Source: an optimization exercise on an open RTL-to-GDS flow (aim: small area). Production flows keep margins and buffers that such runs may drop. In this exercise RTL edits were held to simulation tests only and were not proved equivalent to the original. Power is estimated from default activity; no workload was simulated.

## flow/run.sh

```bash
#!/bin/bash
# Layout flow: the standard layout (standard.sh) with the standard
# synthesis unchanged. Two settings differ after synthesis:
#   * the port buffers are sky130_fd_sc_hd__buf_2 cells (every input and
#     output still gets its own buffer, as in the standard flow);
#   * placement and timing repair do not use the largest buffers (buf_8,
#     buf_12, buf_16); DONT_USE_CELLS repeats the platform's own list and
#     adds those three.
# Each step's full output goes to a log file in this folder; ORFS's own
# per-step logs stay under orfs/logs/.
set -euo pipefail
cd "$(dirname "$0")/.."
PLATFORM_DONT_USE="sky130_fd_sc_hd__probe_p_8 sky130_fd_sc_hd__probec_p_8 sky130_fd_sc_hd__lpflow_bleeder_1 sky130_fd_sc_hd__lpflow_clkbufkapwr_1 sky130_fd_sc_hd__lpflow_clkbufkapwr_16 sky130_fd_sc_hd__lpflow_clkbufkapwr_2 sky130_fd_sc_hd__lpflow_clkbufkapwr_4 sky130_fd_sc_hd__lpflow_clkbufkapwr_8 sky130_fd_sc_hd__lpflow_clkinvkapwr_1 sky130_fd_sc_hd__lpflow_clkinvkapwr_16 sky130_fd_sc_hd__lpflow_clkinvkapwr_2 sky130_fd_sc_hd__lpflow_clkinvkapwr_4 sky130_fd_sc_hd__lpflow_clkinvkapwr_8 sky130_fd_sc_hd__lpflow_decapkapwr_12 sky130_fd_sc_hd__lpflow_decapkapwr_3 sky130_fd_sc_hd__lpflow_decapkapwr_4 sky130_fd_sc_hd__lpflow_decapkapwr_6 sky130_fd_sc_hd__lpflow_decapkapwr_8 sky130_fd_sc_hd__lpflow_inputiso0n_1 sky130_fd_sc_hd__lpflow_inputiso0p_1 sky130_fd_sc_hd__lpflow_inputiso1n_1 sky130_fd_sc_hd__lpflow_inputiso1p_1 sky130_fd_sc_hd__lpflow_inputisolatch_1 sky130_fd_sc_hd__lpflow_isobufsrc_1 sky130_fd_sc_hd__lpflow_isobufsrc_16 sky130_fd_sc_hd__lpflow_isobufsrc_2 sky130_fd_sc_hd__lpflow_isobufsrc_4 sky130_fd_sc_hd__lpflow_isobufsrc_8 sky130_fd_sc_hd__lpflow_isobufsrckapwr_16 sky130_fd_sc_hd__lpflow_lsbuf_lh_hl_isowell_tap_1 sky130_fd_sc_hd__lpflow_lsbuf_lh_hl_isowell_tap_2 sky130_fd_sc_hd__lpflow_lsbuf_lh_hl_isowell_tap_4 sky130_fd_sc_hd__lpflow_lsbuf_lh_isowell_4 sky130_fd_sc_hd__lpflow_lsbuf_lh_isowell_tap_1 sky130_fd_sc_hd__lpflow_lsbuf_lh_isowell_tap_2 sky130_fd_sc_hd__lpflow_lsbuf_lh_isowell_tap_4 # # Define fill cells"
bash standard.sh synth > synth.log 2>&1
bash standard.sh "BUFFER_PORTS_ARGS=-buffer_cell sky130_fd_sc_hd__buf_2" \
    "DONT_USE_CELLS=$PLATFORM_DONT_USE sky130_fd_sc_hd__buf_8 sky130_fd_sc_hd__buf_12 sky130_fd_sc_hd__buf_16" \
    finish > layout.log 2>&1
```

## standard.sh

```bash
#!/bin/bash
# synth_recipe.tcl (not shown) runs the flow's synth.tcl, then flattens the netlist and writes it again
# the make line also repeats each setting of config.mk as NAME=value (left out here)
make -C /OpenROAD-flow-scripts/flow DESIGN_CONFIG=/design/flow/config.mk WORK_HOME=/design/flow/orfs CLKGATE_MAP_FILE= SYNTH_SCRIPT=/design/flow/synth_recipe.tcl "${@:-finish}"
```

## config.mk

```make
export PLATFORM = sky130hd
export DESIGN_NAME = gm_curve_mc
export DESIGN_NICKNAME = gm_curve_mc
export VERILOG_FILES = /design/flow/design.v
export SDC_FILE = /design/flow/constraint.sdc
export NUM_CORES = 4
export LEC_CHECK = 0
export CAP_MARGIN = 20
export CORE_MARGIN = 2
export CORE_UTILIZATION = 70
export CTS_CLUSTER_DIAMETER = 100
export CTS_CLUSTER_SIZE = 30
export GPL_TIMING_DRIVEN = 0
export SLEW_MARGIN = 20
export SYNTH_HIERARCHICAL = 1
```

## constraint.sdc

```tcl
create_clock -name core_clock -period 10.0 [get_ports {pclk}]
set_input_delay 2.0000 -clock core_clock [delete_from_list [all_inputs] [get_ports {pclk}]]
set_output_delay 2.0000 -clock core_clock [all_outputs]
set_load 0.01 [all_outputs]
```

## design.v

```verilog
module gm_curve_mc #(
    parameter int  CH_NUM   = 3,
    parameter int  DATI_SZ  = 10,
    parameter int  DATO_SZ  = 10,
    parameter int  SEG_BITS = 4,
    localparam int CHW      = (CH_NUM > 1) ? $clog2(CH_NUM) : 1
) (
    input  logic                      pclk,
    input  logic                      prst,
    input  logic [CH_NUM*DATI_SZ-1:0] px_i,
    input  logic                      px_vld_i,
    input  logic                      frm_str,
    input  logic                      gm_en,
    input  logic [4:0]                gm_str,
    input  logic                      tbl_we,
    input  logic [CHW-1:0]            tbl_ch,
    input  logic [SEG_BITS:0]         tbl_addr,
    input  logic [DATO_SZ-1:0]        tbl_wdat,
    input  logic                      tbl_upd,
    output logic                      tbl_upd_pend,
    output logic [CH_NUM*DATO_SZ-1:0] px_o,
    output logic                      px_vld_o
);
    localparam int NSEG = 1 << SEG_BITS;
    localparam int NE   = NSEG / 2 + 1;          
    localparam int NO   = NSEG / 2;              
    localparam int DXW  = DATI_SZ - SEG_BITS;    
    localparam logic [SEG_BITS:0] ADDR_MAX = (SEG_BITS+1)'(NSEG);
    localparam logic [CHW:0]      CH_LIM   = (CHW+1)'(CH_NUM);
    function automatic logic [DATO_SZ-1:0] ident_knot(input integer k);
        integer v;
        v = (k << DATO_SZ) >> SEG_BITS;
        if (v > ((1 << DATO_SZ) - 1))
            v = (1 << DATO_SZ) - 1;
        ident_knot = v[DATO_SZ-1:0];
    endfunction
    logic       r_upd_pend;
    logic       r_act_id;       
    logic [3:0] r_sl;           
    logic       r_s16;          
    logic       w_swap;
    logic       w_wr_ok;
    logic [4:0] w_str;
    assign w_swap  = frm_str & (r_upd_pend | tbl_upd);
    assign w_wr_ok = tbl_we && (tbl_addr <= ADDR_MAX) && ({1'b0, tbl_ch} < CH_LIM);
    assign w_str = !gm_en ? 5'd0 : (gm_str > 5'd16) ? 5'd16 : gm_str;
    always_ff @(posedge pclk) begin
        if (prst) begin
            r_upd_pend <= 1'b0;
            r_act_id   <= 1'b1;
            r_sl       <= 4'd0;
            r_s16      <= 1'b0;
        end else begin
            if (w_swap)
                r_upd_pend <= 1'b0;
            else if (tbl_upd)
                r_upd_pend <= 1'b1;
            if (w_swap)
                r_act_id <= 1'b0;
            if (frm_str) begin
                r_sl  <= w_str[4] ? 4'hf : w_str[3:0];
                r_s16 <= w_str[4];
            end
        end
    end
    assign tbl_upd_pend = r_upd_pend;
    logic [3:0] r_s1_sl;        
    logic       r_s1_s16;
    logic       r_s1_vld;
    logic [DATO_SZ-1:0] w_wd0, w_wd1;
    assign w_wd0 = tbl_wdat & {DATO_SZ{~prst}};
    assign w_wd1 = tbl_wdat | {DATO_SZ{prst}};
    logic w_ld_act;
    assign w_ld_act = w_swap & ~prst;
    for (genvar c = 0; c < CH_NUM; c++) begin : g_ch
        logic [NE*DATO_SZ-1:0] r_act_e;
        logic [NO*DATO_SZ-1:0] r_act_o;
        for (genvar k = 0; k <= NSEG; k++) begin : g_tk
            localparam logic [DATO_SZ-1:0] ID = ident_knot(k);
            logic               w_sel;
            logic [DATO_SZ-1:0] w_d;
            logic [DATO_SZ-1:0] r_sh;
            assign w_sel = prst | (w_wr_ok && ({1'b0, tbl_ch} == (CHW+1)'(c))
                                          && (tbl_addr == (SEG_BITS+1)'(k)));
            assign w_d   = (w_wd1 & ID) | (w_wd0 & ~ID);
            always_ff @(posedge pclk) begin
                if (w_sel)
                    r_sh <= w_d;
            end
            if (k % 2 == 0) begin : g_e
                always_ff @(posedge pclk) begin
                    if (w_ld_act)
                        r_act_e[(k/2)*DATO_SZ +: DATO_SZ] <= r_sh;
                end
            end else begin : g_o
                always_ff @(posedge pclk) begin
                    if (w_ld_act)
                        r_act_o[(k/2)*DATO_SZ +: DATO_SZ] <= r_sh;
                end
            end
        end
        logic [DATI_SZ-1:0]    w_x;
        logic [SEG_BITS-1:0]   w_k;
        logic [DXW-1:0]        w_dx;
        logic [SEG_BITS-2:0]   w_jo;      
        logic [SEG_BITS-1:0]   w_je;      
        logic [DATO_SZ-1:0]    w_o, w_e, w_oi, w_ei;
        assign w_x  = px_i[c*DATI_SZ +: DATI_SZ];
        assign w_k  = w_x[DATI_SZ-1 -: SEG_BITS];
        assign w_dx = w_x[DXW-1:0];
        assign w_jo = w_k[SEG_BITS-1:1];
        assign w_je = {1'b0, w_jo} + {{(SEG_BITS-1){1'b0}}, w_k[0]};
        logic [NO:0] w_hot_o;
        logic [NE:0] w_hot_e;
        assign w_oi = ident_knot(2 * int'(w_jo) + 1);
        assign w_ei = ident_knot(2 * int'(w_je));
        for (genvar i = 0; i < NO; i++) begin : g_ho
            assign w_hot_o[i] = ~r_act_id & (w_jo == (SEG_BITS-1)'(i));
        end
        for (genvar i = 0; i < NE; i++) begin : g_he
            assign w_hot_e[i] = ~r_act_id & (w_je == SEG_BITS'(i));
        end
        assign w_hot_o[NO] = r_act_id;
        assign w_hot_e[NE] = r_act_id;
        gm_curve_mc_aosel #(.N(NO+1), .W(DATO_SZ)) u_sel_o (
            .d({w_oi, r_act_o}), .sel(w_hot_o), .y(w_o));
        gm_curve_mc_aosel #(.N(NE+1), .W(DATO_SZ)) u_sel_e (
            .d({w_ei, r_act_e}), .sel(w_hot_e), .y(w_e));
        logic [DXW-1:0]     w_sel;
        logic [DATO_SZ-1:0] w_nm0, w_nm1, w_nm2, w_nm3, w_nm4, w_nm5, w_ny0;
        logic [DATO_SZ-1:0] w_ncrv;
        for (genvar i = 0; i < DXW; i++) begin : g_sel
            gm_curve_mc_xor2 u (.a(w_dx[i]), .b(w_k[0]), .y(w_sel[i]));
        end
        assign w_nm0 = ~(w_sel[0] ? w_o : w_e);
        assign w_nm1 = ~(w_sel[1] ? w_o : w_e);
        assign w_nm2 = ~(w_sel[2] ? w_o : w_e);
        assign w_nm3 = ~(w_sel[3] ? w_o : w_e);
        assign w_nm4 = ~(w_sel[4] ? w_o : w_e);
        assign w_nm5 = ~(w_sel[5] ? w_o : w_e);
        assign w_ny0 = ~(w_k[0] ? w_o : w_e);
        logic a_s0, a_c1, a_s2, a_c3, a_s4, a_c5, a_s6, a_c7, a_s8, a_c9, a_s10, a_c11, a_s12, a_c13, a_s14, a_c15, a_s16, a_c17, a_s18, a_c19, a_s20, a_c21, a_s22, a_c23, a_s24, a_c25, a_s26, a_c27, a_s28, a_c29, a_s30, a_c31, a_s32, a_c33, a_s34, a_c35, a_s36, a_c37, a_s38, a_c39, a_s40, a_c41, a_s42, a_c43, a_s44, a_c45, a_s46, a_c47, a_s48, a_c49, a_s50, a_c51, a_s52, a_c53, a_s54, a_c55, a_s56, a_c57, a_s58, a_c59, a_s60, a_c61, a_s62, a_c63, a_s64, a_c65, a_s66, a_c67, a_s68, a_c69, a_s70, a_c71, a_s72, a_c73, a_s74, a_c75, a_s76, a_c77, a_s78, a_c79, a_s80, a_c81, a_s82, a_c83, a_s84, a_c85, a_s86, a_c87, a_s88, a_c89, a_s90, a_c91, a_s92, a_c93, a_s94, a_c95, a_s96, a_c97, a_s98, a_c99, a_s100, a_c101, a_s102, a_c103, a_s104, a_c105, a_s106, a_c107, a_s108, a_c109, a_s110, a_c111, a_s112, a_c113, a_s114, a_c115, a_s116, a_c117, a_s118, a_c119;
        assign a_s0 = ~(w_nm0[0] ^ w_ny0[0]);
        assign a_c1 = w_nm0[0] | w_ny0[0];
        gm_curve_mc_fa u_a_s2 (.a(w_nm0[1]), .b(w_nm1[0]), .c(w_ny0[1]), .s(a_s2), .co(a_c3));
        assign a_s4 = ~(a_c1 ^ a_s2);
        assign a_c5 = a_c1 | a_s2;
        gm_curve_mc_fa u_a_s6 (.a(w_nm0[2]), .b(w_nm1[1]), .c(w_nm2[0]), .s(a_s6), .co(a_c7));
        gm_curve_mc_fa u_a_s8 (.a(w_ny0[2]), .b(a_c3), .c(a_s6), .s(a_s8), .co(a_c9));
        assign a_s10 = ~(a_c5 ^ a_s8);
        assign a_c11 = a_c5 | a_s8;
        gm_curve_mc_fa u_a_s12 (.a(w_nm0[3]), .b(w_nm1[2]), .c(w_nm2[1]), .s(a_s12), .co(a_c13));
        gm_curve_mc_fa u_a_s14 (.a(w_nm3[0]), .b(w_ny0[3]), .c(a_c7), .s(a_s14), .co(a_c15));
        gm_curve_mc_fa u_a_s16 (.a(a_s12), .b(a_c9), .c(a_s14), .s(a_s16), .co(a_c17));
        assign a_s18 = ~(a_c11 ^ a_s16);
        assign a_c19 = a_c11 | a_s16;
        gm_curve_mc_fa u_a_s20 (.a(w_nm0[4]), .b(w_nm1[3]), .c(w_nm2[2]), .s(a_s20), .co(a_c21));
        gm_curve_mc_fa u_a_s22 (.a(w_nm3[1]), .b(w_nm4[0]), .c(w_ny0[4]), .s(a_s22), .co(a_c23));
        gm_curve_mc_fa u_a_s24 (.a(a_c13), .b(a_s20), .c(a_s22), .s(a_s24), .co(a_c25));
        gm_curve_mc_fa u_a_s26 (.a(a_c15), .b(a_s24), .c(a_c17), .s(a_s26), .co(a_c27));
        assign a_s28 = ~(a_c19 ^ a_s26);
        assign a_c29 = a_c19 | a_s26;
        assign a_s30 = w_nm0[5] ^ w_nm1[4];
        assign a_c31 = w_nm0[5] & w_nm1[4];
        gm_curve_mc_fa u_a_s32 (.a(w_nm2[3]), .b(w_nm3[2]), .c(w_nm4[1]), .s(a_s32), .co(a_c33));
        gm_curve_mc_fa u_a_s34 (.a(w_nm5[0]), .b(w_ny0[5]), .c(a_c21), .s(a_s34), .co(a_c35));
        gm_curve_mc_fa u_a_s36 (.a(a_c23), .b(a_s30), .c(a_s32), .s(a_s36), .co(a_c37));
        gm_curve_mc_fa u_a_s38 (.a(a_c25), .b(a_s34), .c(a_s36), .s(a_s38), .co(a_c39));
        gm_curve_mc_fa u_a_s40 (.a(a_s38), .b(a_c27), .c(a_c29), .s(a_s40), .co(a_c41));
        gm_curve_mc_fa u_a_s42 (.a(w_nm0[6]), .b(w_nm1[5]), .c(w_nm2[4]), .s(a_s42), .co(a_c43));
        gm_curve_mc_fa u_a_s44 (.a(w_nm3[3]), .b(w_nm4[2]), .c(w_nm5[1]), .s(a_s44), .co(a_c45));
        gm_curve_mc_fa u_a_s46 (.a(w_ny0[6]), .b(a_c31), .c(a_c33), .s(a_s46), .co(a_c47));
        gm_curve_mc_fa u_a_s48 (.a(a_s42), .b(a_s44), .c(a_c35), .s(a_s48), .co(a_c49));
        gm_curve_mc_fa u_a_s50 (.a(a_c37), .b(a_s46), .c(a_s48), .s(a_s50), .co(a_c51));
        gm_curve_mc_fa u_a_s52 (.a(a_c39), .b(a_s50), .c(a_c41), .s(a_s52), .co(a_c53));
        gm_curve_mc_fa u_a_s54 (.a(w_nm0[7]), .b(w_nm1[6]), .c(w_nm2[5]), .s(a_s54), .co(a_c55));
        gm_curve_mc_fa u_a_s56 (.a(w_nm3[4]), .b(w_nm4[3]), .c(w_nm5[2]), .s(a_s56), .co(a_c57));
        gm_curve_mc_fa u_a_s58 (.a(w_ny0[7]), .b(a_c43), .c(a_c45), .s(a_s58), .co(a_c59));
        gm_curve_mc_fa u_a_s60 (.a(a_s54), .b(a_s56), .c(a_c47), .s(a_s60), .co(a_c61));
        gm_curve_mc_fa u_a_s62 (.a(a_s58), .b(a_c49), .c(a_s60), .s(a_s62), .co(a_c63));
        gm_curve_mc_fa u_a_s64 (.a(a_c51), .b(a_s62), .c(a_c53), .s(a_s64), .co(a_c65));
        gm_curve_mc_fa u_a_s66 (.a(w_nm0[8]), .b(w_nm1[7]), .c(w_nm2[6]), .s(a_s66), .co(a_c67));
        gm_curve_mc_fa u_a_s68 (.a(w_nm3[5]), .b(w_nm4[4]), .c(w_nm5[3]), .s(a_s68), .co(a_c69));
        gm_curve_mc_fa u_a_s70 (.a(w_ny0[8]), .b(a_c55), .c(a_c57), .s(a_s70), .co(a_c71));
        gm_curve_mc_fa u_a_s72 (.a(a_s66), .b(a_s68), .c(a_c59), .s(a_s72), .co(a_c73));
        gm_curve_mc_fa u_a_s74 (.a(a_s70), .b(a_c61), .c(a_s72), .s(a_s74), .co(a_c75));
        gm_curve_mc_fa u_a_s76 (.a(a_c63), .b(a_s74), .c(a_c65), .s(a_s76), .co(a_c77));
        gm_curve_mc_fa u_a_s78 (.a(w_nm0[9]), .b(w_nm1[8]), .c(w_nm2[7]), .s(a_s78), .co(a_c79));
        gm_curve_mc_fa u_a_s80 (.a(w_nm3[6]), .b(w_nm4[5]), .c(w_nm5[4]), .s(a_s80), .co(a_c81));
        gm_curve_mc_fa u_a_s82 (.a(w_ny0[9]), .b(a_c67), .c(a_c69), .s(a_s82), .co(a_c83));
        gm_curve_mc_fa u_a_s84 (.a(a_s78), .b(a_s80), .c(a_c71), .s(a_s84), .co(a_c85));
        gm_curve_mc_fa u_a_s86 (.a(a_s82), .b(a_c73), .c(a_s84), .s(a_s86), .co(a_c87));
        gm_curve_mc_fa u_a_s88 (.a(a_c75), .b(a_s86), .c(a_c77), .s(a_s88), .co(a_c89));
        gm_curve_mc_fa u_a_s90 (.a(w_nm1[9]), .b(w_nm2[8]), .c(w_nm3[7]), .s(a_s90), .co(a_c91));
        gm_curve_mc_fa u_a_s92 (.a(w_nm4[6]), .b(w_nm5[5]), .c(a_c79), .s(a_s92), .co(a_c93));
        gm_curve_mc_fa u_a_s94 (.a(a_c81), .b(a_s90), .c(a_c83), .s(a_s94), .co(a_c95));
        gm_curve_mc_fa u_a_s96 (.a(a_s92), .b(a_c85), .c(a_s94), .s(a_s96), .co(a_c97));
        gm_curve_mc_fa u_a_s98 (.a(a_c87), .b(a_s96), .c(a_c89), .s(a_s98), .co(a_c99));
        gm_curve_mc_fa u_a_s100 (.a(w_nm2[9]), .b(w_nm3[8]), .c(w_nm4[7]), .s(a_s100), .co(a_c101));
        gm_curve_mc_fa u_a_s102 (.a(w_nm5[6]), .b(a_c91), .c(a_s100), .s(a_s102), .co(a_c103));
        gm_curve_mc_fa u_a_s104 (.a(a_c93), .b(a_s102), .c(a_c95), .s(a_s104), .co(a_c105));
        gm_curve_mc_fa u_a_s106 (.a(a_c97), .b(a_s104), .c(a_c99), .s(a_s106), .co(a_c107));
        gm_curve_mc_fa u_a_s108 (.a(w_nm3[9]), .b(w_nm4[8]), .c(w_nm5[7]), .s(a_s108), .co(a_c109));
        gm_curve_mc_fa u_a_s110 (.a(a_c101), .b(a_s108), .c(a_c103), .s(a_s110), .co(a_c111));
        gm_curve_mc_fa u_a_s112 (.a(a_s110), .b(a_c105), .c(a_c107), .s(a_s112), .co(a_c113));
        gm_curve_mc_fa u_a_s114 (.a(w_nm4[9]), .b(w_nm5[8]), .c(a_c109), .s(a_s114), .co(a_c115));
        gm_curve_mc_fa u_a_s116 (.a(a_s114), .b(a_c111), .c(a_c113), .s(a_s116), .co(a_c117));
        gm_curve_mc_fa u_a_s118 (.a(w_nm5[9]), .b(a_c115), .c(a_c117), .s(a_s118), .co(a_c119));
        assign w_ncrv = {a_c119, a_s118, a_s116, a_s112, a_s106, a_s98, a_s88, a_s76, a_s64, a_s52};
        logic [DATO_SZ-1:0]    r_ncrv;
        logic [DATI_SZ-1:0]    r_nx;
        always_ff @(posedge pclk) begin
            r_ncrv <= w_ncrv;
            r_nx   <= ~w_x;
        end
        logic [DATO_SZ-1:0] w_r0, w_r1, w_r2, w_r3, w_r4, w_out;
        assign w_r0 = ~(r_s1_sl[0] ? r_ncrv : r_nx);
        assign w_r1 = ~(r_s1_sl[1] ? r_ncrv : r_nx);
        assign w_r2 = ~(r_s1_sl[2] ? r_ncrv : r_nx);
        assign w_r3 = ~(r_s1_sl[3] ? r_ncrv : r_nx);
        assign w_r4 = ~(r_s1_s16   ? r_ncrv : r_nx);
        logic b_s0, b_c1, b_s2, b_c3, b_s4, b_c5, b_s6, b_c7, b_s8, b_c9, b_s10, b_c11, b_s12, b_c13, b_s14, b_c15, b_s16, b_c17, b_s18, b_c19, b_s20, b_c21, b_s22, b_c23, b_s24, b_c25, b_s26, b_c27, b_s28, b_c29, b_s30, b_c31, b_s32, b_c33, b_s34, b_c35, b_s36, b_c37, b_s38, b_c39, b_s40, b_c41, b_s42, b_c43, b_s44, b_c45, b_s46, b_c47, b_s48, b_c49, b_s50, b_c51, b_s52, b_c53, b_s54, b_c55, b_s56, b_c57, b_s58, b_c59, b_s60, b_c61, b_s62, b_c63, b_s64, b_c65, b_s66, b_c67, b_s68, b_c69, b_s70, b_c71, b_s72, b_c73, b_s74, b_c75, b_s76, b_c77, b_s78, b_c79;
        assign b_s0 = w_r0[0] ^ w_r4[0];
        assign b_c1 = w_r0[0] & w_r4[0];
        gm_curve_mc_fa u_b_s2 (.a(w_r0[1]), .b(w_r1[0]), .c(w_r4[1]), .s(b_s2), .co(b_c3));
        assign b_s4 = b_c1 ^ b_s2;
        assign b_c5 = b_c1 & b_s2;
        gm_curve_mc_fa u_b_s6 (.a(w_r0[2]), .b(w_r1[1]), .c(w_r2[0]), .s(b_s6), .co(b_c7));
        gm_curve_mc_fa u_b_s8 (.a(w_r4[2]), .b(b_c3), .c(b_s6), .s(b_s8), .co(b_c9));
        assign b_s10 = b_c5 ^ b_s8;
        assign b_c11 = b_c5 & b_s8;
        assign b_s12 = ~(w_r0[3] ^ w_r1[2]);
        assign b_c13 = w_r0[3] | w_r1[2];
        gm_curve_mc_fa u_b_s14 (.a(w_r2[1]), .b(w_r3[0]), .c(w_r4[3]), .s(b_s14), .co(b_c15));
        gm_curve_mc_fa u_b_s16 (.a(b_c7), .b(b_s12), .c(b_s14), .s(b_s16), .co(b_c17));
        gm_curve_mc_fa u_b_s18 (.a(b_c9), .b(b_s16), .c(b_c11), .s(b_s18), .co(b_c19));
        gm_curve_mc_fa u_b_s20 (.a(w_r0[4]), .b(w_r1[3]), .c(w_r2[2]), .s(b_s20), .co(b_c21));
        gm_curve_mc_fa u_b_s22 (.a(w_r3[1]), .b(w_r4[4]), .c(b_c13), .s(b_s22), .co(b_c23));
        gm_curve_mc_fa u_b_s24 (.a(b_c15), .b(b_s20), .c(b_c17), .s(b_s24), .co(b_c25));
        gm_curve_mc_fa u_b_s26 (.a(b_s22), .b(b_s24), .c(b_c19), .s(b_s26), .co(b_c27));
        gm_curve_mc_fa u_b_s28 (.a(w_r0[5]), .b(w_r1[4]), .c(w_r2[3]), .s(b_s28), .co(b_c29));
        gm_curve_mc_fa u_b_s30 (.a(w_r3[2]), .b(w_r4[5]), .c(b_c21), .s(b_s30), .co(b_c31));
        gm_curve_mc_fa u_b_s32 (.a(b_s28), .b(b_c23), .c(b_s30), .s(b_s32), .co(b_c33));
        gm_curve_mc_fa u_b_s34 (.a(b_c25), .b(b_s32), .c(b_c27), .s(b_s34), .co(b_c35));
        gm_curve_mc_fa u_b_s36 (.a(w_r0[6]), .b(w_r1[5]), .c(w_r2[4]), .s(b_s36), .co(b_c37));
        gm_curve_mc_fa u_b_s38 (.a(w_r3[3]), .b(w_r4[6]), .c(b_c29), .s(b_s38), .co(b_c39));
        gm_curve_mc_fa u_b_s40 (.a(b_s36), .b(b_c31), .c(b_s38), .s(b_s40), .co(b_c41));
        gm_curve_mc_fa u_b_s42 (.a(b_c33), .b(b_s40), .c(b_c35), .s(b_s42), .co(b_c43));
        gm_curve_mc_fa u_b_s44 (.a(w_r0[7]), .b(w_r1[6]), .c(w_r2[5]), .s(b_s44), .co(b_c45));
        gm_curve_mc_fa u_b_s46 (.a(w_r3[4]), .b(w_r4[7]), .c(b_c37), .s(b_s46), .co(b_c47));
        gm_curve_mc_fa u_b_s48 (.a(b_s44), .b(b_c39), .c(b_s46), .s(b_s48), .co(b_c49));
        gm_curve_mc_fa u_b_s50 (.a(b_c41), .b(b_s48), .c(b_c43), .s(b_s50), .co(b_c51));
        gm_curve_mc_fa u_b_s52 (.a(w_r0[8]), .b(w_r1[7]), .c(w_r2[6]), .s(b_s52), .co(b_c53));
        gm_curve_mc_fa u_b_s54 (.a(w_r3[5]), .b(w_r4[8]), .c(b_c45), .s(b_s54), .co(b_c55));
        gm_curve_mc_fa u_b_s56 (.a(b_s52), .b(b_c47), .c(b_s54), .s(b_s56), .co(b_c57));
        gm_curve_mc_fa u_b_s58 (.a(b_c49), .b(b_s56), .c(b_c51), .s(b_s58), .co(b_c59));
        gm_curve_mc_fa u_b_s60 (.a(w_r0[9]), .b(w_r1[8]), .c(w_r2[7]), .s(b_s60), .co(b_c61));
        gm_curve_mc_fa u_b_s62 (.a(w_r3[6]), .b(w_r4[9]), .c(b_c53), .s(b_s62), .co(b_c63));
        gm_curve_mc_fa u_b_s64 (.a(b_s60), .b(b_c55), .c(b_s62), .s(b_s64), .co(b_c65));
        gm_curve_mc_fa u_b_s66 (.a(b_c57), .b(b_s64), .c(b_c59), .s(b_s66), .co(b_c67));
        gm_curve_mc_fa u_b_s68 (.a(w_r1[9]), .b(w_r2[8]), .c(w_r3[7]), .s(b_s68), .co(b_c69));
        gm_curve_mc_fa u_b_s70 (.a(b_c61), .b(b_s68), .c(b_c63), .s(b_s70), .co(b_c71));
        gm_curve_mc_fa u_b_s72 (.a(b_c65), .b(b_s70), .c(b_c67), .s(b_s72), .co(b_c73));
        gm_curve_mc_fa u_b_s74 (.a(w_r2[9]), .b(w_r3[8]), .c(b_c69), .s(b_s74), .co(b_c75));
        gm_curve_mc_fa u_b_s76 (.a(b_s74), .b(b_c71), .c(b_c73), .s(b_s76), .co(b_c77));
        gm_curve_mc_fa u_b_s78 (.a(w_r3[9]), .b(b_c75), .c(b_c77), .s(b_s78), .co(b_c79));
        assign w_out = {b_c79, b_s78, b_s76, b_s72, b_s66, b_s58, b_s50, b_s42, b_s34, b_s26};
        assign px_o[c*DATO_SZ +: DATO_SZ] = w_out;
    end
    always_ff @(posedge pclk) begin
        r_s1_sl  <= r_sl;
        r_s1_s16 <= r_s16;
        if (prst)
            r_s1_vld <= 1'b0;
        else
            r_s1_vld <= px_vld_i;
    end
    assign px_vld_o = r_s1_vld;
endmodule
module gm_curve_mc_fa (
    input  logic a,
    input  logic b,
    input  logic c,
    output logic s,
    output logic co
);
    assign s  = a ^ b ^ c;
    assign co = (a & b) | (a & c) | (b & c);
endmodule
module gm_curve_mc_aosel #(
    parameter int N = 2,
    parameter int W = 1
) (
    input  logic [N*W-1:0] d,
    input  logic [N-1:0]   sel,
    output logic [W-1:0]   y
);
    localparam int NG = (N + 2) / 3;             
    for (genvar b = 0; b < W; b++) begin : g_b
        logic [NG-1:0] w_g;                      
        for (genvar g = 0; g < NG; g++) begin : g_g
            if (N - 3*g >= 3) begin : g3
                gm_curve_mc_aoi3 u (
                    .a0(d[(3*g)*W + b]),   .b0(sel[3*g]),
                    .a1(d[(3*g+1)*W + b]), .b1(sel[3*g+1]),
                    .a2(d[(3*g+2)*W + b]), .b2(sel[3*g+2]),
                    .y(w_g[g]));
            end else if (N - 3*g == 2) begin : g2
                gm_curve_mc_aoi2 u (
                    .a0(d[(3*g)*W + b]),   .b0(sel[3*g]),
                    .a1(d[(3*g+1)*W + b]), .b1(sel[3*g+1]),
                    .y(w_g[g]));
            end else begin : g1
                assign w_g[g] = ~(d[(3*g)*W + b] & sel[3*g]);
            end
        end
        assign y[b] = ~&w_g;
    end
endmodule
module gm_curve_mc_aoi3 (
    input  logic a0, b0, a1, b1, a2, b2,
    output logic y
);
    assign y = ~((a0 & b0) | (a1 & b1) | (a2 & b2));
endmodule
module gm_curve_mc_aoi2 (
    input  logic a0, b0, a1, b1,
    output logic y
);
    assign y = ~((a0 & b0) | (a1 & b1));
endmodule
module gm_curve_mc_xor2 (
    input  logic a, b,
    output logic y
);
    assign y = a ^ b;
endmodule
```

==> summary.md, run 1 <==
| Metric | Value |
|---|---|
| Outcome | no timing/DRC/antenna violations |
| Total length of routed wires | 99.2 mm |
| Total power draw | 11.6 mW |
| Number of vias after detailed routing | 23600 |
| Launch point of the critical path | px_i[19] |
| Largest net degree at the start of global routing | 33 |
| WP data required | 10.50 ns |
| Crit-path max cell delay | 0.59 ns |
| Post-synthesis cell type with the largest combined area | sky130_fd_sc_hd__edfxtp_1 |
| Synth top area share | 0.670 |
| Worst clock skew | 0.0485 ns |
| Clock sinks | 1093 |
| First-pass GRT wire length | 147 mm |
| Synthesized netlist cell count | 2391 |
| Die boundary height | 260 um |
| Critical R2R Launch | r_act_id |
| Cell area after synthesis | 45700 um2 |
| Top-count cell post-synth | sky130_fd_sc_hd__edfxtp_1 |
| Yosys synthesis warning count | 7 |
| Commonest cells post-synth | sky130_fd_sc_hd__edfxtp_1, sky130_fd_sc_hd__mux2i_1, sky130_fd_sc_hd__fa_1 |
| Drt first pass iters | 10 |
| Input/output buffers | 88 |
| Peak supply drop | 256 uV |
| TritonCTS buffer count | 43 |
| Most repeated library cell on the critical path | sky130_fd_sc_hd__fa_1 |
| Setup ws final | 0.176 ns |
| Final layout net count | 3000 |
| Worst slack at placement | -1.86 ns |
| # rows | 93 |
| Area grow syn2layout | 9.80% |
| Slew Limit Headroom | 0.248 |
| Final period util | 0.982 |
| Capturing point of the worst reg2reg path | g_ch[1].r_ncrv[8] |
| Flip-flop and latch count after synthesis | 1093 |
| Critical Path End Type | flip-flop |
| Critical path's slowest cell | sky130_fd_sc_hd__a222oi_1 |
| Detailed router's first-iteration violation count | 3625 |
| Die Wd | 260 um |
| Cells on Worst Hold Path | 0 |
| Dpl cells | 3391 |
| Number of cell instances on the worst register-to-register path | 23 |
| Starting utilization of the core area | 0.709 |
| Ports placed on the boundary | 91 |
| Part of the Yosys area used for sequential elements | 0.702 |
| Critical path capture point | g_ch[1].r_ncrv[8] |
| Final count of hold timing violations | 0 |
| Max-cap check violation count | 0 |
| Final Slew Violations | 0 |
| Number of global-route vias before repair | 23700 |
| Setup TNS after final layout | 0 ns |
| Critical path fanouts, max | 9 |
| Total power per unit cell area | 231 nW/um2 |
| Core Region | 64500 um2 |
| Maximum level of the CTS H-tree | 2 |
| Aggregate global routing overflow | 0 |
| Clock tree root driver cell | sky130_fd_sc_hd__clkbuf_16 |
| Residual DRC | 0 |
| Leakage power figure | 17.4 nW |
| Min Clock Period, post-route | 9.82 ns |
| Most used DFF post-synth | sky130_fd_sc_hd__edfxtp_1 |
| Category of the worst setup path launch point | input port |
| Via-to-Cell Ratio | 6.66 |
| Detail Route Antenna Nets | 0 |
| Register-to-register setup slack | 0.40 ns |
| All-Layer GR Usage | 0.299 |
| Clock input transition at the sequential cells of the worst setup and hold paths | 0.10 ns |
| Hold buffer count at CTS | 0 |
| Maximum buffer depth of the clock tree | 3 |
| Biggest area contributors in the synthesized netlist | sky130_fd_sc_hd__edfxtp_1, sky130_fd_sc_hd__fa_1, sky130_fd_sc_hd__mux2i_1 |
| Drt wl/cell | 28.1 um |
| Die footprint | 67400 um2 |
| Post-DP HPWL | 67.1 mm |
| Clock tree from TritonCTS | built |
| Count of unique library cells instantiated by Yosys | 42 |
| Worst-skew pair later-pin latency | 0.65 ns |
| Max Clk Rate | 102 MHz |
| Final instance area | 50200 um2 |
| FFs w/ async S/R, synth | 0 |
| Finish-stage setup viols | 0 |
| Per-instance average area after synthesis | 19.1 um2 |
| Worst-margin pin slew | 1.13 ns |
| Worst min path class | reg2reg |
| Standard cell area after detailed placement | 48000 um2 |
| Fraction of final layout cells with drive strength greater than 1 | 0.177 |
| Antenna violations before repair | 2 |
| Data arrival time at the worst-slack endpoint | 10.32 ns |
| Gpl congestion | 0.882 |
| Final std cells w/o fill | 3536 |
| EDFF count, synth | 1020 |
| Setup CP Type | in2reg |
## sequential cells by signal, summed over array words and instances (netlist names)
signal / cells
r_s1_s16: 1
g_ch.r_act_e: 270
r_s1_sl: 4
g_ch.g_tk.r_sh: 510
r_act_id: 1
r_s16: 1
r_sl: 4
r_upd_pend: 1
g_ch.r_nx: 30
g_ch.r_ncrv: 30
g_ch.r_act_o: 240
r_s1_vld: 1
## logic make-up (layout without fill, tap and decap cells)
logic type,after synthesis,after routing,synth area share
compound gates,259,259,0.0517
xor+xnor,18,18,0.00345
fa+ha+maj,282,282,0.122
buf+inv,131,400,0.0152
flops,1093,1093,0.702
mux,351,351,0.0770
other cells,2,23,0.000164
simple gates,255,255,0.0289
## where the power goes
part | switching [mW] | internal [mW] | total, mW
Combinational | 1.97 | 1.90 | 3.86
Sequential | 0.169 | 5.43 | 5.60
Clock | 1.28 | 0.851 | 2.13
## how the worst min path moves through the flow
stage,start,endpoint
after floorplan,r_sl[3],r_s1_sl[3]
after global placement,r_s16,r_s1_s16
after detailed placement,r_sl[1],r_s1_sl[1]
after CTS,r_sl[1],r_s1_sl[1]
after global routing,r_sl[1],r_s1_sl[1]
final,r_sl[1],r_s1_sl[1]
## Yosys stat by module (local to each module, per instance), excerpt
| module | area [um2] | copies in the design | cells inside | flip-flops and latches |
|---|---|---|---|---|
| gm_curve_mc_xor2 | 8.76 | 18 | 1 | 0 |
| gm_curve_mc | 37900 | 1 | 1830 | 1093 |
| gm_curve_mc_aoi3 | 10.0 | 180 | 1 | 0 |
| gm_curve_mc_fa | 20.0 | 270 | 1 | 0 |
## repair_timing
| item | in CTS | in global routing |
|---|---|---|
| pin swaps | 42 | 26 |
| gates cloned | 0 | 0 |
| buffers inserted | 68 | 12 |
| gates resized for setup | 88 | 48 |
| setup endpoints to repair | 13 | 6 |
## stage by stage
step	util	hold slack, ns
final	0.779	0.363
after global routing	0.779	0.371
after CTS	0.775	0.365
after detailed placement	0.744	0.350
after global placement	0.735	0.347
after floorplan	-	0.331
## cells in the final DEF (no fill, tap or decap), types with 36 or more instances in the layout
cell type                      n
sky130_fd_sc_hd__a21o_1       39
sky130_fd_sc_hd__a222oi_1    180
sky130_fd_sc_hd__buf_2       194
sky130_fd_sc_hd__buf_4        39
sky130_fd_sc_hd__buf_6        45
sky130_fd_sc_hd__clkbuf_16    46
sky130_fd_sc_hd__dfxtp_1      72
sky130_fd_sc_hd__edfxtp_1   1020
sky130_fd_sc_hd__fa_1        251
sky130_fd_sc_hd__inv_1        36
sky130_fd_sc_hd__mux2i_1     334
sky130_fd_sc_hd__nand2_1      51
sky130_fd_sc_hd__nand3_1      37
## critical path, delay by kind of cell
family | cells | cell delay, ns
fa+ha+maj | 14 | 5.49
simple gates | 3 | 0.67
compound gates | 2 | 0.77
buf+inv | 4 | 0.92
mux | 2 | 0.44
## layer usage
layer,up-vias,routed length (um),share of wire,GRT usage
li1,9993,-,-,-
met1,12200,38300,0.39,0.440
met2,1277,48300,0.49,0.484
met3,138,9970,0.10,0.0406
met4,0,2610,0.026,0.0777
met5,-,0,0,0
## cell type report
type                            count  area, um2
Sequential cell                  1093      32100
Fill cell                        3504      14300
Multi-Input combinational cell   1186      13700
Timing Repair Buffer              206       1360
Clock buffer                       57       1130
Tap cell                          855       1070
Buffer                             89        544
Inverter                           40        158
Clock inverter                      8        129
Antenna cell                        2       5.00
==> inputs of run 2 (changes only) <==
--- a/config.mk
+++ b/config.mk
@@ -7,7 +7,7 @@
 export LEC_CHECK = 0
 export CAP_MARGIN = 20
 export CORE_MARGIN = 2
-export CORE_UTILIZATION = 70
+export CORE_UTILIZATION = 60
 export CTS_CLUSTER_DIAMETER = 100
 export CTS_CLUSTER_SIZE = 30
 export GPL_TIMING_DRIVEN = 0
==> summary.md, run 2 <==
| Metric | Value |
|---|---|
| # fillers | 5187 (was 3504) |
| Clock input transition at the sequential cells of the worst setup and hold paths | 0.09 ns (was 0.10 ns) |
| Register with the most flip-flops | g_ch.g_tk.r_sh (unchanged) |
| Number of global-route vias before repair | 23900 (was 23700) |
| Fraction of final layout cells with drive strength greater than 1 | 0.178 (was 0.177) |
| Dpl cells | 3516 (was 3391) |
| Yosys synthesis warning count | 7 (unchanged) |
| Finish-stage setup viols | 0 (unchanged) |
| Main combinational cell family by area after synthesis | adder cells (unchanged) |
| Critical R2R Launch | r_act_id (unchanged) |
| Simple-gate share of the synthesized area | 0.0289 (unchanged) |
| Peak supply drop | 185 uV (was 256 uV) |
| Die footprint | 78400 um2 (was 67400 um2) |
| Most used DFF post-synth | sky130_fd_sc_hd__edfxtp_1 (unchanged) |
| First-pass GRT wire length | 149 mm (was 147 mm) |
| Critical Path End Type | flip-flop (unchanged) |
| Antenna violations before repair | 7 (was 2) |
| Worst clock skew | 0.0376 ns (was 0.0485 ns) |
| Total length of routed wires | 100 mm (was 99.2 mm) |
| Beginning of the worst hold path | r_s16 (was r_sl[1]) |
| Count of inserted antenna diode cells | 0 (was 2) |
| All-Layer GR Usage | 0.259 (was 0.299) |
| Clock sinks | 1093 (unchanged) |
| Per-instance average area after synthesis | 19.1 um2 (unchanged) |
| Final std cells w/o fill | 3663 (was 3536) |
| Input/output buffers | 88 (unchanged) |
| Adder-Cell Fraction of Synth Area | 0.122 (unchanged) |
| Number of vias after detailed routing | 23100 (was 23600) |
| Starting utilization of the core area | 0.604 (was 0.709) |
| Residual DRC | 0 (unchanged) |
| EDFF count, synth | 1020 (unchanged) |
| Final count of hold timing violations | 0 (unchanged) |
| Clock tree from TritonCTS | built (unchanged) |
| Setup ws final | 0.147 ns (was 0.176 ns) |
| Detail Route Antenna Nets | 0 (unchanged) |
| Worst slack at placement | -1.86 ns (about the same) |
| # rows | 101 (was 93) |
| Post-DP HPWL | 69.4 mm (was 67.1 mm) |
| Count of unique library cells instantiated by Yosys | 42 (unchanged) |
| Outcome | no timing/DRC/antenna violations (unchanged) |
| Die boundary height | 280 um (was 260 um) |
| Largest net degree at the start of global routing | 32 (was 33) |
| Via-to-Cell Ratio | 6.30 (was 6.66) |
| Area grow syn2layout | 10.1% (was 9.80%) |
| Crit-path max cell delay | 0.80 ns (was 0.59 ns) |
| Core Region | 75700 um2 (was 64500 um2) |
| Total power per unit cell area | 231 nW/um2 (about the same) |
| Commonest cells post-synth | sky130_fd_sc_hd__edfxtp_1, sky130_fd_sc_hd__mux2i_1, sky130_fd_sc_hd__fa_1 (unchanged) |
| Final instance area | 50300 um2 (was 50200 um2) |
| Synthesized netlist cell count | 2391 (unchanged) |
| Post-synthesis cell type with the largest combined area | sky130_fd_sc_hd__edfxtp_1 (unchanged) |
| Ports placed on the boundary | 91 (unchanged) |
| Flip-flop count of the largest register after layout | 510 (unchanged) |
| Critical path fanouts, max | 8 (was 9) |
| Maximum level of the CTS H-tree | 2 (unchanged) |
| Min Clock Period, post-route | 9.85 ns (was 9.82 ns) |
| Data arrival time at the worst-slack endpoint | 10.35 ns (was 10.32 ns) |
| Final Slew Violations | 0 (unchanged) |
| Most repeated library cell on the critical path | sky130_fd_sc_hd__fa_1 (unchanged) |
| Post-synthesis mux area share | 0.0770 (unchanged) |
| Max Clk Rate | 101 MHz (was 102 MHz) |
| Launch point of the critical path | px_i[27] (was px_i[19]) |
| Drt first pass iters | 9 (was 10) |
| Clock tree root driver cell | sky130_fd_sc_hd__clkbuf_16 (unchanged) |
| Hold buffer count at CTS | 0 (unchanged) |
| TritonCTS buffer count | 44 (was 43) |
| Slew Limit Headroom | 0.268 (was 0.248) |
| Worst-skew pair later-pin latency | 0.64 ns (was 0.65 ns) |
| FFs w/ async S/R, synth | 0 (unchanged) |
| Cell area after synthesis | 45700 um2 (unchanged) |
| Gpl congestion | 0.865 (was 0.882) |
| WP data required | 10.50 ns (about the same) |
| Largest regs | g_ch.g_tk.r_sh: 510 flops, g_ch.r_act_e: 270 flops, g_ch.r_act_o: 240 flops (unchanged) |
| Setup TNS after final layout | 0 ns (unchanged) |
| Synth top area share | 0.670 (unchanged) |
| Multi-input logic area | 13700 um2 (about the same) |
| Top-count cell post-synth | sky130_fd_sc_hd__edfxtp_1 (unchanged) |
| Standard cell area after detailed placement | 48100 um2 (was 48000 um2) |
| Setup CP Type | in2reg (unchanged) |
| Critical path buffers and inverters | 2 (was 4) |
| Worst min path class | reg2reg (unchanged) |
| Synth Area in XOR/XNOR | 0.00345 (unchanged) |
| Category of the worst setup path launch point | input port (unchanged) |
| Final layout net count | 3004 (was 3000) |
| Flip-flop and latch count after synthesis | 1093 (unchanged) |
| Aggregate global routing overflow | 0 (unchanged) |
| Leading cell types in the layout, fill and taps excluded | sky130_fd_sc_hd__edfxtp_1, sky130_fd_sc_hd__mux2i_1, sky130_fd_sc_hd__fa_1 (unchanged) |
| Most common library cell in the layout ignoring fill and taps | sky130_fd_sc_hd__edfxtp_1 (unchanged) |
| Detailed router's first-iteration violation count | 2785 (was 3625) |
| Drt wl/cell | 27.3 um (was 28.1 um) |
| Post-synthesis compound-gate area fraction | 0.0517 (unchanged) |
| Leakage power figure | 17.4 nW (about the same) |
| Worst-margin pin slew | 1.10 ns (was 1.13 ns) |
| Dominant delay contributor by cell family on the critical path | adder cells (unchanged) |
| Part of the Yosys area used for sequential elements | 0.702 (unchanged) |
| Critical path's slowest cell | sky130_fd_sc_hd__a222oi_1 (unchanged) |
| Final period util | 0.985 (was 0.982) |
| Die Wd | 280 um (was 260 um) |
| Max-cap check violation count | 0 (unchanged) |
| Maximum buffer depth of the clock tree | 3 (unchanged) |
| Biggest area contributors in the synthesized netlist | sky130_fd_sc_hd__edfxtp_1, sky130_fd_sc_hd__fa_1, sky130_fd_sc_hd__mux2i_1 (unchanged) |
| Storage cell area | 32100 um2 (unchanged) |
run 2: cell counts after synthesis:
Identical to the previous run, type by type.
run 2: worst paths after layout:
check	slack, ns	endpoint	depth (start not counted)
hold reg to reg	0.36	r_s1_s16	0
hold / removal	0.36	r_s1_s16	0
setup reg to reg	0.38	g_ch[2].r_ncrv[8]	23
setup / recovery	0.15	g_ch[2].r_ncrv[8]	25
run 2: through the flow:
step           utilization  total power [mW]  hold slack [ns]
5_1_grt              0.665              12.5            0.372
2_1_floorplan            -              8.41            0.331
4_1_cts              0.662              11.7            0.362
3_3_place_gp         0.628              9.47            0.347
6_report             0.665              11.6            0.361
3_5_place_dp         0.636              9.55            0.345
run 2: area by class of cell:
class | count | area share
Timing Repair Buffer | 210 | 0.0266
Buffer | 88 | 0.0107
Multi-Input combinational cell | 1186 | 0.272
Inverter | 40 | 0.00313
Clock buffer | 59 | 0.0232
Sequential cell | 1093 | 0.637
Clock inverter | 9 | 0.00278
Tap cell | 978 | 0.0243
run 2: per-module statistics from Yosys (local to each module, per instance), excerpt:
module            times used  flip-flops and latches  cells inside  area (um2)
gm_curve_mc                1                    1093          1830       37900
gm_curve_mc_aoi3         180                       0             1        10.0
gm_curve_mc_fa           270                       0             1        20.0
gm_curve_mc_xor2          18                       0             1        8.76
run 2: cell families (layout without fill, tap and decap cells):
| family | Yosys count | after routing |
|---|---|---|
| compound gates | 259 | 259 |
| buf+inv | 131 | 406 |
| other cells | 2 | 21 |
| flops | 1093 | 1093 |
| xor+xnor | 18 | 18 |
| fa+ha+maj | 282 | 282 |
| mux | 351 | 351 |
| simple gates | 255 | 255 |
run 2: repair_timing:
| item | CTS | global route |
|---|---|---|
| pin swaps | 38 | 27 |
| buffers inserted | 59 | 22 |
| gates resized for setup | 98 | 31 |
| endpoints found under the setup margin | 13 | 6 |
run 2: layer usage:
| layer | wire (um) | part of all wire | global-route usage | vias to the layer above |
|---|---|---|---|---|
| met1 | 42000 | 0.42 | 0.385 | 12000 |
| met4 | 1750 | 0.018 | 0.0498 | 0 |
| met2 | 48600 | 0.49 | 0.425 | 932 |
| met3 | 7740 | 0.077 | 0.0288 | 117 |
| li1 | - | - | - | 10000 |
| met5 | 0 | 0 | 0 | - |
run 2: where the power goes:
group / leakage, nW / internal (mW) / switching, mW / total, mW
sequential: 10.3 / 5.43 / 0.162 / 5.60
clock: 0.624 / 0.855 / 1.31 / 2.16
combinational: 6.50 / 1.89 / 1.97 / 3.86
total: 17.4 / 8.18 / 3.44 / 11.6
==> inputs of run 3 (changes only) <==
--- a/config.mk
+++ b/config.mk
@@ -8,8 +8,8 @@
 export CAP_MARGIN = 20
 export CORE_MARGIN = 2
 export CORE_UTILIZATION = 60
-export CTS_CLUSTER_DIAMETER = 100
-export CTS_CLUSTER_SIZE = 30
+export CTS_CLUSTER_DIAMETER = 120
+export CTS_CLUSTER_SIZE = 25
 export GPL_TIMING_DRIVEN = 0
 export SLEW_MARGIN = 20
 export SYNTH_HIERARCHICAL = 1
==> summary.md, run 3 <==
| Metric | Value |
|---|---|
| Outcome | no timing/DRC/antenna violations (unchanged) |
| Gpl congestion | 0.865 (unchanged) |
| Top-count cell post-synth | sky130_fd_sc_hd__edfxtp_1 (unchanged) |
| Count of unique library cells instantiated by Yosys | 42 (unchanged) |
| Register-to-register setup slack | 0.39 ns (was 0.38 ns) |
| Dpl cells | 3516 (unchanged) |
| Leakage power figure | 17.5 nW (was 17.4 nW) |
| Min Clock Period, post-route | 9.80 ns (was 9.85 ns) |
| Final Slew Violations | 0 (unchanged) |
| Die boundary height | 280 um (unchanged) |
| Fraction of final layout cells with drive strength greater than 1 | 0.180 (was 0.178) |
| Peak supply drop | 199 uV (was 185 uV) |
| Post-synthesis compound-gate area fraction | 0.0517 (unchanged) |
| Post-synthesis cell type with the largest combined area | sky130_fd_sc_hd__edfxtp_1 (unchanged) |
| EDFF count, synth | 1020 (unchanged) |
| Share of total power in the clock network | 0.193 (was 0.186) |
| Switching share of power | 0.292 (was 0.296) |
| Detail Route Antenna Nets | 0 (unchanged) |
| Post-DP HPWL | 69.4 mm (unchanged) |
| Largest regs | g_ch.g_tk.r_sh: 510 flops, g_ch.r_act_e: 270 flops, g_ch.r_act_o: 240 flops (unchanged) |
| WP data required | 10.50 ns (about the same) |
| Ports placed on the boundary | 91 (unchanged) |
| FFs w/ async S/R, synth | 0 (unchanged) |
| Finish-stage setup viols | 0 (unchanged) |
| Final layout net count | 3018 (was 3004) |
| Input/output buffers | 88 (unchanged) |
| Adder-Cell Fraction of Synth Area | 0.122 (unchanged) |
| Layout Utilization | 0.667 (was 0.665) |
| Most used DFF post-synth | sky130_fd_sc_hd__edfxtp_1 (unchanged) |
| Core Region | 75700 um2 (unchanged) |
| Unrepaired setup endpoints after global routing | false |
| Max-cap check violation count | 0 (unchanged) |
| Yosys synthesis warning count | 7 (unchanged) |
| Area grow syn2layout | 10.5% (was 10.1%) |
| Critical Path End Type | flip-flop (unchanged) |
| Final std cells w/o fill | 3686 (was 3663) |
| Clock tree from TritonCTS | built (unchanged) |
| Simple-gate share of the synthesized area | 0.0289 (unchanged) |
| Sequential share of power | 0.477 (was 0.482) |
| Drt wl/cell | 27.2 um (was 27.3 um) |
| Drt first pass iters | 9 (unchanged) |
| Data arrival time at the worst-slack endpoint | 10.31 ns (was 10.35 ns) |
| First-pass GRT wire length | 149 mm (about the same) |
| Max Clk Rate | 102 MHz (was 101 MHz) |
| Cell area after synthesis | 45700 um2 (unchanged) |
| Worst clock skew | 0.0142 ns (was 0.0376 ns) |
| Antenna violations before repair | 4 (was 7) |
| NetSw | 3.42 mW (was 3.44 mW) |
| Synth Area in XOR/XNOR | 0.00345 (unchanged) |
| Register with the most flip-flops | g_ch.g_tk.r_sh (unchanged) |
| Slew Limit Headroom | 0.249 (was 0.268) |
| Starting utilization of the core area | 0.604 (unchanged) |
| Synthesized netlist cell count | 2391 (unchanged) |
| Main combinational cell family by area after synthesis | adder cells (unchanged) |
| Largest net degree at the start of global routing | 32 (unchanged) |
| Aggregate global routing overflow | 0 (unchanged) |
| Post-synthesis mux area share | 0.0770 (unchanged) |
| Category of the worst setup path launch point | input port (unchanged) |
| Total power per unit cell area | 232 nW/um2 (was 231 nW/um2) |
| Final period util | 0.980 (was 0.985) |
| Per-instance average area after synthesis | 19.1 um2 (unchanged) |
| Worst min path class | reg2reg (unchanged) |
| Synth top area share | 0.670 (unchanged) |
| Worst-skew pair later-pin latency | 0.62 ns (was 0.64 ns) |
| Flip-flop count of the largest register after layout | 510 (unchanged) |
| Biggest area contributors in the synthesized netlist | sky130_fd_sc_hd__edfxtp_1, sky130_fd_sc_hd__fa_1, sky130_fd_sc_hd__mux2i_1 (unchanged) |
| Residual DRC | 0 (unchanged) |
| Maximum level of the CTS H-tree | 2 (unchanged) |
| Number of vias after detailed routing | 23200 (was 23100) |
| Power share of the combinational group | 0.330 (was 0.333) |
| Leading cell types in the layout, fill and taps excluded | sky130_fd_sc_hd__edfxtp_1, sky130_fd_sc_hd__mux2i_1, sky130_fd_sc_hd__fa_1 (unchanged) |
| Most common library cell in the layout ignoring fill and taps | sky130_fd_sc_hd__edfxtp_1 (unchanged) |
| Clock input transition at the sequential cells of the worst setup and hold paths | 0.09 ns (about the same) |
| Commonest cells post-synth | sky130_fd_sc_hd__edfxtp_1, sky130_fd_sc_hd__mux2i_1, sky130_fd_sc_hd__fa_1 (unchanged) |
| Clock tree root driver cell | sky130_fd_sc_hd__clkbuf_16 (unchanged) |
| Internal power of the cells | 8.31 mW (was 8.18 mW) |
| Maximum buffer depth of the clock tree | 3 (unchanged) |
| Die footprint | 78400 um2 (unchanged) |
| TritonCTS buffer count | 49 (was 44) |
| Number of global-route vias before repair | 24100 (was 23900) |
| Hold buffer count at CTS | 0 (unchanged) |
| Critical path fanouts, max | 7 (was 8) |
| Clock sinks | 1093 (unchanged) |
| Final count of hold timing violations | 0 (unchanged) |
| Via-to-Cell Ratio | 6.29 (was 6.30) |
| Setup CP Type | in2reg (unchanged) |
| Count of inserted antenna diode cells | 0 (unchanged) |
| Die Wd | 280 um (unchanged) |
| Detailed router's first-iteration violation count | 2832 (was 2785) |
| All-Layer GR Usage | 0.259 (about the same) |
| # rows | 101 (unchanged) |
| Total length of routed wires | 100 mm (about the same) |
| Worst-margin pin slew | 1.12 ns (was 1.10 ns) |
| Flip-flop and latch count after synthesis | 1093 (unchanged) |
| Part of the Yosys area used for sequential elements | 0.702 (unchanged) |
| # fillers | 5163 (was 5187) |
==> run 3: logic make-up after synthesis <==
kind of cell / count (synthesis)
compound gates: 259
xor+xnor: 18
fa+ha+maj: 282
buf+inv: 131
flops: 1093
mux: 351
other cells: 2
simple gates: 255
==> run 3: final timing paths <==
| kind | startpoint | cells past startpoint | to |
|---|---|---|---|
| setup / recovery | px_i[17] | 25 | g_ch[1].r_ncrv[8] |
| hold / removal | r_s16 | 0 | r_s1_s16 |
| setup reg to reg | r_act_id | 23 | g_ch[2].r_ncrv[8] |
| hold reg to reg | r_s16 | 0 | r_s1_s16 |
==> run 3: per-module statistics from Yosys (local to each module, per instance), excerpt <==
| module | flops+latches | cell area [um2] |
|---|---|---|
| gm_curve_mc | 1093 | 37900 |
| gm_curve_mc_aoi3 | 0 | 10.0 |
| gm_curve_mc_fa | 0 | 20.0 |
| gm_curve_mc_xor2 | 0 | 8.76 |
==> run 3: area by class of cell <==
class | count | area (um2) | area share
tap | 978 | 1220 | 0.0242
clock inverter | 3 | 43.8 | 0.000867
clock buffer | 79 | 1380 | 0.0273
multi-input combinational | 1186 | 13700 | 0.271
timing repair buffer | 218 | 1380 | 0.0274
sequential | 1093 | 32100 | 0.635
buffer | 89 | 544 | 0.0108
inverter | 40 | 158 | 0.00312
==> run 3: what timing repair did <==
action                     4_1_cts  5_1_grt
buffers inserted                64       25
pin swaps                       36       26
setup endpoints to repair       13        6
hold endpoints to repair         0        0
resized for setup               94       34
==> run 3: worst max-delay path, cell delays in order <==
cell and delay (ns):
sky130_fd_sc_hd__buf_6 0.14, sky130_fd_sc_hd__ha_4 0.19, sky130_fd_sc_hd__ha_4 0.17, sky130_fd_sc_hd__mux2i_4 0.33
sky130_fd_sc_hd__nor2_4 0.12, sky130_fd_sc_hd__a222oi_1 0.70, sky130_fd_sc_hd__nand4_1 0.21, sky130_fd_sc_hd__buf_6 0.19
sky130_fd_sc_hd__mux2i_2 0.17, sky130_fd_sc_hd__fa_1 0.47, sky130_fd_sc_hd__fa_2 0.37, sky130_fd_sc_hd__fa_2 0.37
sky130_fd_sc_hd__fa_1 0.43, sky130_fd_sc_hd__or4_1 0.40, sky130_fd_sc_hd__a21o_1 0.18, sky130_fd_sc_hd__fa_1 0.40
sky130_fd_sc_hd__fa_2 0.36, sky130_fd_sc_hd__fa_2 0.35, sky130_fd_sc_hd__fa_1 0.39, sky130_fd_sc_hd__fa_1 0.40
sky130_fd_sc_hd__fa_1 0.39, sky130_fd_sc_hd__fa_1 0.38, sky130_fd_sc_hd__fa_1 0.40, sky130_fd_sc_hd__fa_2 0.35
sky130_fd_sc_hd__fa_1 0.42
==> run 3: power groups by stage <==
stage	sequential, mW	combinational (mW)	clock (mW)
final	5.60	3.87	2.26
after global routing	5.63	4.47	2.47
after CTS	5.59	3.90	2.31
after detailed placement	5.70	3.85	0
after global placement	5.72	3.75	0
after floorplan	5.66	2.75	0
==> run 3: per-layer routing <==
layer | share of wire | GRT usage | vias up
li1 | - | - | 10000
met1 | 0.42 | 0.382 | 12100
met2 | 0.48 | 0.422 | 950
met3 | 0.078 | 0.0342 | 121
met4 | 0.020 | 0.0562 | 0
met5 | 0 | 0 | -
==> run 3: per-stage QoR <==
step | power (mW) | setup WS, ns | setup TNS [ns] | cell area, um2 | hold WS, ns
3_5_place_dp | 9.55 | -1.86 | -20.24 | 48100 | 0.345
2_1_floorplan | 8.41 | -0.246 | -125.74 | 45900 | 0.331
6_report | 11.7 | 0.196 | 0 | 50500 | 0.363
5_1_grt | 12.6 | 0.0174 | 0 | 50500 | 0.372
3_3_place_gp | 9.47 | -2.94 | -1478.08 | 47500 | 0.347
4_1_cts | 11.8 | 0.0162 | 0 | 50200 | 0.362
==> inputs of run 4 (changes only) <==
--- a/design.v
+++ b/design.v
@@ -114,11 +114,15 @@
         logic [NE:0] w_hot_e;
         assign w_oi = ident_knot(2 * int'(w_jo) + 1);
         assign w_ei = ident_knot(2 * int'(w_je));
+        logic [NO-1:0] w_dec;
         for (genvar i = 0; i < NO; i++) begin : g_ho
-            assign w_hot_o[i] = ~r_act_id & (w_jo == (SEG_BITS-1)'(i));
+            assign w_dec[i]   = ~r_act_id & (w_jo == (SEG_BITS-1)'(i));
+            assign w_hot_o[i] = w_dec[i];
         end
-        for (genvar i = 0; i < NE; i++) begin : g_he
-            assign w_hot_e[i] = ~r_act_id & (w_je == SEG_BITS'(i));
+        assign w_hot_e[0]  = w_dec[0] & ~w_k[0];
+        assign w_hot_e[NO] = w_dec[NO-1] & w_k[0];
+        for (genvar i = 1; i < NO; i++) begin : g_he
+            assign w_hot_e[i] = w_k[0] ? w_dec[i-1] : w_dec[i];
         end
         assign w_hot_o[NO] = r_act_id;
         assign w_hot_e[NE] = r_act_id;
--- a/config.mk
+++ b/config.mk
@@ -8,8 +8,8 @@
 export CAP_MARGIN = 20
 export CORE_MARGIN = 2
 export CORE_UTILIZATION = 60
-export CTS_CLUSTER_DIAMETER = 120
-export CTS_CLUSTER_SIZE = 25
+export CTS_CLUSTER_DIAMETER = 100
+export CTS_CLUSTER_SIZE = 30
 export GPL_TIMING_DRIVEN = 0
 export SLEW_MARGIN = 20
 export SYNTH_HIERARCHICAL = 1
==> summary.md, run 4 <==
| Metric | Value |
|---|---|
| Most repeated library cell on the critical path | sky130_fd_sc_hd__fa_1 (unchanged) |
| Max-cap check violation count | 0 (unchanged) |
| Category of the worst setup path launch point | input port (unchanged) |
| Core Region | 75700 um2 (unchanged) |
| Ports placed on the boundary | 91 (unchanged) |
| Slew Limit Headroom | 0.310 (was 0.249) |
| Setup CP Type | in2reg (unchanged) |
| Data arrival time at the worst-slack endpoint | 10.32 ns (was 10.31 ns) |
| Worst slack at placement | -1.56 ns (was -1.86 ns) |
| Worst-skew pair later-pin latency | 0.65 ns (was 0.62 ns) |
| Yosys synthesis warning count | 7 (unchanged) |
| Most used DFF post-synth | sky130_fd_sc_hd__edfxtp_1 (unchanged) |
| Total length of routed wires | 100 mm (about the same) |
| EDFF count, synth | 1020 (unchanged) |
| Capturing point of the worst reg2reg path | g_ch[0].r_ncrv[8] (was g_ch[2].r_ncrv[8]) |
| Critical Path End Type | flip-flop (unchanged) |
| Final count of hold timing violations | 0 (unchanged) |
| Count of unique library cells instantiated by Yosys | 41 (was 42) |
| Crit-path max cell delay | 0.79 ns (was 0.70 ns) |
| Post-synthesis cell type with the largest combined area | sky130_fd_sc_hd__edfxtp_1 (unchanged) |
| Residual DRC | 0 (unchanged) |
| Starting utilization of the core area | 0.605 (was 0.604) |
| WP data required | 10.51 ns (was 10.50 ns) |
| Worst-margin pin slew | 1.03 ns (was 1.12 ns) |
| # rows | 101 (unchanged) |
| Antenna violations before repair | 8 (was 4) |
| Total power draw | 11.7 mW (about the same) |
| Highest routed metal layer | met5 (was met4) |
| Flip-flop count of the largest register after layout | 510 (unchanged) |
| Per-instance average area after synthesis | 19.1 um2 (about the same) |
| Drt first pass iters | 9 (unchanged) |
| FFs w/ async S/R, synth | 0 (unchanged) |
| Die footprint | 78500 um2 (was 78400 um2) |
| All-Layer GR Usage | 0.259 (about the same) |
| Flip-flop and latch count after synthesis | 1093 (unchanged) |
| Cells on Worst Hold Path | 0 (unchanged) |
| Worst hold slack across all endpoints | 0.358 ns (was 0.363 ns) |
| Final instance area | 50300 um2 (was 50500 um2) |
| Gpl congestion | 0.834 (was 0.865) |
| Dpl cells | 3534 (was 3516) |
| Via-to-Cell Ratio | 6.24 (was 6.29) |
| Input/output buffers | 88 (unchanged) |
| Register-to-register setup slack | 0.45 ns (was 0.39 ns) |
| Outcome | no timing/DRC/antenna violations (unchanged) |
| TritonCTS buffer count | 46 (was 49) |
| Detailed router's first-iteration violation count | 2844 (was 2832) |
| Die boundary height | 280 um (about the same) |
| Clock tree from TritonCTS | built (unchanged) |
| Critical R2R Launch | r_act_id (unchanged) |
| Part of the Yosys area used for sequential elements | 0.701 (was 0.702) |
| Leakage power figure | 17.4 nW (was 17.5 nW) |
| Max Clk Rate | 102 MHz (about the same) |
| Final layout net count | 2999 (was 3018) |
| Register with the most flip-flops | g_ch.g_tk.r_sh (unchanged) |
| Min Clock Period, post-route | 9.81 ns (was 9.80 ns) |
| Leading cell types in the layout, fill and taps excluded | sky130_fd_sc_hd__edfxtp_1, sky130_fd_sc_hd__mux2i_1, sky130_fd_sc_hd__fa_1 (unchanged) |
| Standard cell area after detailed placement | 48200 um2 (was 48100 um2) |
| Maximum buffer depth of the clock tree | 3 (unchanged) |
| Peak supply drop | 204 uV (was 199 uV) |
| Synthesized netlist cell count | 2399 (was 2391) |
| Top-count cell post-synth | sky130_fd_sc_hd__edfxtp_1 (unchanged) |
| Beginning of the worst hold path | r_sl[2] (was r_s16) |
| Setup TNS after final layout | 0 ns (unchanged) |
| Fraction of final layout cells with drive strength greater than 1 | 0.171 (was 0.180) |
| Most common library cell in the layout ignoring fill and taps | sky130_fd_sc_hd__edfxtp_1 (unchanged) |
| Maximum level of the CTS H-tree | 2 (unchanged) |
| Final std cells w/o fill | 3669 (was 3686) |
| Largest net degree at the start of global routing | 32 (unchanged) |
| Setup ws final | 0.193 ns (was 0.196 ns) |
| Number of cell instances on the worst register-to-register path | 25 (was 23) |
| Critical path fanouts, max | 10 (was 7) |
| Aggregate global routing overflow | 0 (unchanged) |
| Area grow syn2layout | 9.98% (was 10.5%) |
| Commonest cells post-synth | sky130_fd_sc_hd__edfxtp_1, sky130_fd_sc_hd__mux2i_1, sky130_fd_sc_hd__fa_1 (unchanged) |
| Final period util | 0.981 (was 0.980) |
| Clock tree root driver cell | sky130_fd_sc_hd__clkbuf_16 (unchanged) |
| Post-DP HPWL | 71.0 mm (was 69.4 mm) |
| Min-Delay Endpoint | r_s1_sl[2] (was r_s1_s16) |
| First-pass GRT wire length | 148 mm (was 149 mm) |
| Die Wd | 280 um (about the same) |
| Worst clock skew | 0.0433 ns (was 0.0142 ns) |
| Synth top area share | 0.669 (was 0.670) |
| Finish-stage setup viols | 0 (unchanged) |
| Total power per unit cell area | 232 nW/um2 (about the same) |
| Clock sinks | 1093 (unchanged) |
| Detail Route Antenna Nets | 0 (unchanged) |
| Critical path's slowest cell | sky130_fd_sc_hd__a222oi_1 (unchanged) |
| Layout Utilization | 0.665 (was 0.667) |
| Number of global-route vias before repair | 23700 (was 24100) |
| Number of vias after detailed routing | 22900 (was 23200) |
| Final Slew Violations | 0 (unchanged) |
| Detailed-route wire length on metal 1 | 41.1 mm (was 42.0 mm) |
| Sum of met2 wire segment lengths after detailed routing | 48.8 mm (was 48.6 mm) |
| Biggest area contributors in the synthesized netlist | sky130_fd_sc_hd__edfxtp_1, sky130_fd_sc_hd__fa_1, sky130_fd_sc_hd__mux2i_1 (unchanged) |
| Clock input transition at the sequential cells of the worst setup and hold paths | 0.10 ns (was 0.09 ns) |
| Largest regs | g_ch.g_tk.r_sh: 510 flops, g_ch.r_act_e: 270 flops, g_ch.r_act_o: 240 flops (unchanged) |
| Routed length on met3 | 8.40 mm (was 7.82 mm) |
| Worst min path class | reg2reg (unchanged) |
| Cell area after synthesis | 45800 um2 (was 45700 um2) |
| Drt wl/cell | 27.4 um (was 27.2 um) |
-- run 4: critical path, delay by kind of cell --
family	cells	cell delay, ns
fa+ha+maj	14	5.55
buf+inv	3	0.52
compound gates	2	0.99
mux	2	0.36
simple gates	4	0.89
-- run 4: worst max-delay path by stage --
| stage | startpoint | to | slack [ns] | cells after the start |
|---|---|---|---|---|
| after global placement | frm_str | g_ch[2].r_act_e[15] | -2.89 | 3 |
| after global routing | px_i[19] | g_ch[1].r_ncrv[8] | -0.01 | 26 |
| after detailed placement | px_i[6] | g_ch[0].r_ncrv[8] | -1.56 | 24 |
| final | px_i[8] | g_ch[0].r_ncrv[8] | 0.19 | 25 |
| after floorplan | prst | g_ch[0].r_act_e[0] | -0.25 | 3 |
| after CTS | px_i[17] | g_ch[1].r_ncrv[8] | 0.02 | 26 |
-- run 4: area by class of cell --
class | count | area (um2)
multi-input cells | 1186 | 13500
repair buffers | 200 | 1320
inverters | 40 | 165
well taps | 978 | 1220
flip-flops and latches | 1093 | 32100
diodes | 6 | 15.0
fillers | 5116 | 25400
plain buffers | 91 | 589
clock inverters | 10 | 186
clock buffers | 65 | 1240
-- run 4: per-module statistics from Yosys, one instance, submodules excluded, excerpt --
module | flip-flops and latches | cells inside | area [um2]
gm_curve_mc | 1093 | 1838 | 37900
gm_curve_mc_fa | 0 | 1 | 20.0
gm_curve_mc_aoi3 | 0 | 1 | 10.0
gm_curve_mc_xor2 | 0 | 1 | 8.76
-- run 4: timing repair --
action / 4_1_cts / 5_1_grt
pin swaps: 19 / 19
resized for setup: 46 / 50
hold endpoints to repair: 0 / 0
buffers inserted: 33 / 29
endpoints found under the setup margin: 9 / 6
hold buffers: 0 / 0
-- run 4: power breakdown --
part           switching [mW]  internal (mW)  leakage (nW)
Combinational            1.96           1.84          6.50
Clock                    1.35          0.916         0.683
Sequential              0.166           5.43          10.3
-- run 4: metal layers --
layer / vias up / global-route usage
li1: 9973 / -
met1: 12000 / 0.374
met2: 846 / 0.422
met3: 133 / 0.0421
met4: 4 / 0.0614
met5: - / 0
-- run 4: kinds of logic after synthesis --
logic type	share of synthesized area
xor+xnor	0.00459
other cells	0.000164
simple gates	0.0281
fa+ha+maj	0.121
compound gates	0.0519
flops	0.701
buf+inv	0.0161
mux	0.0765
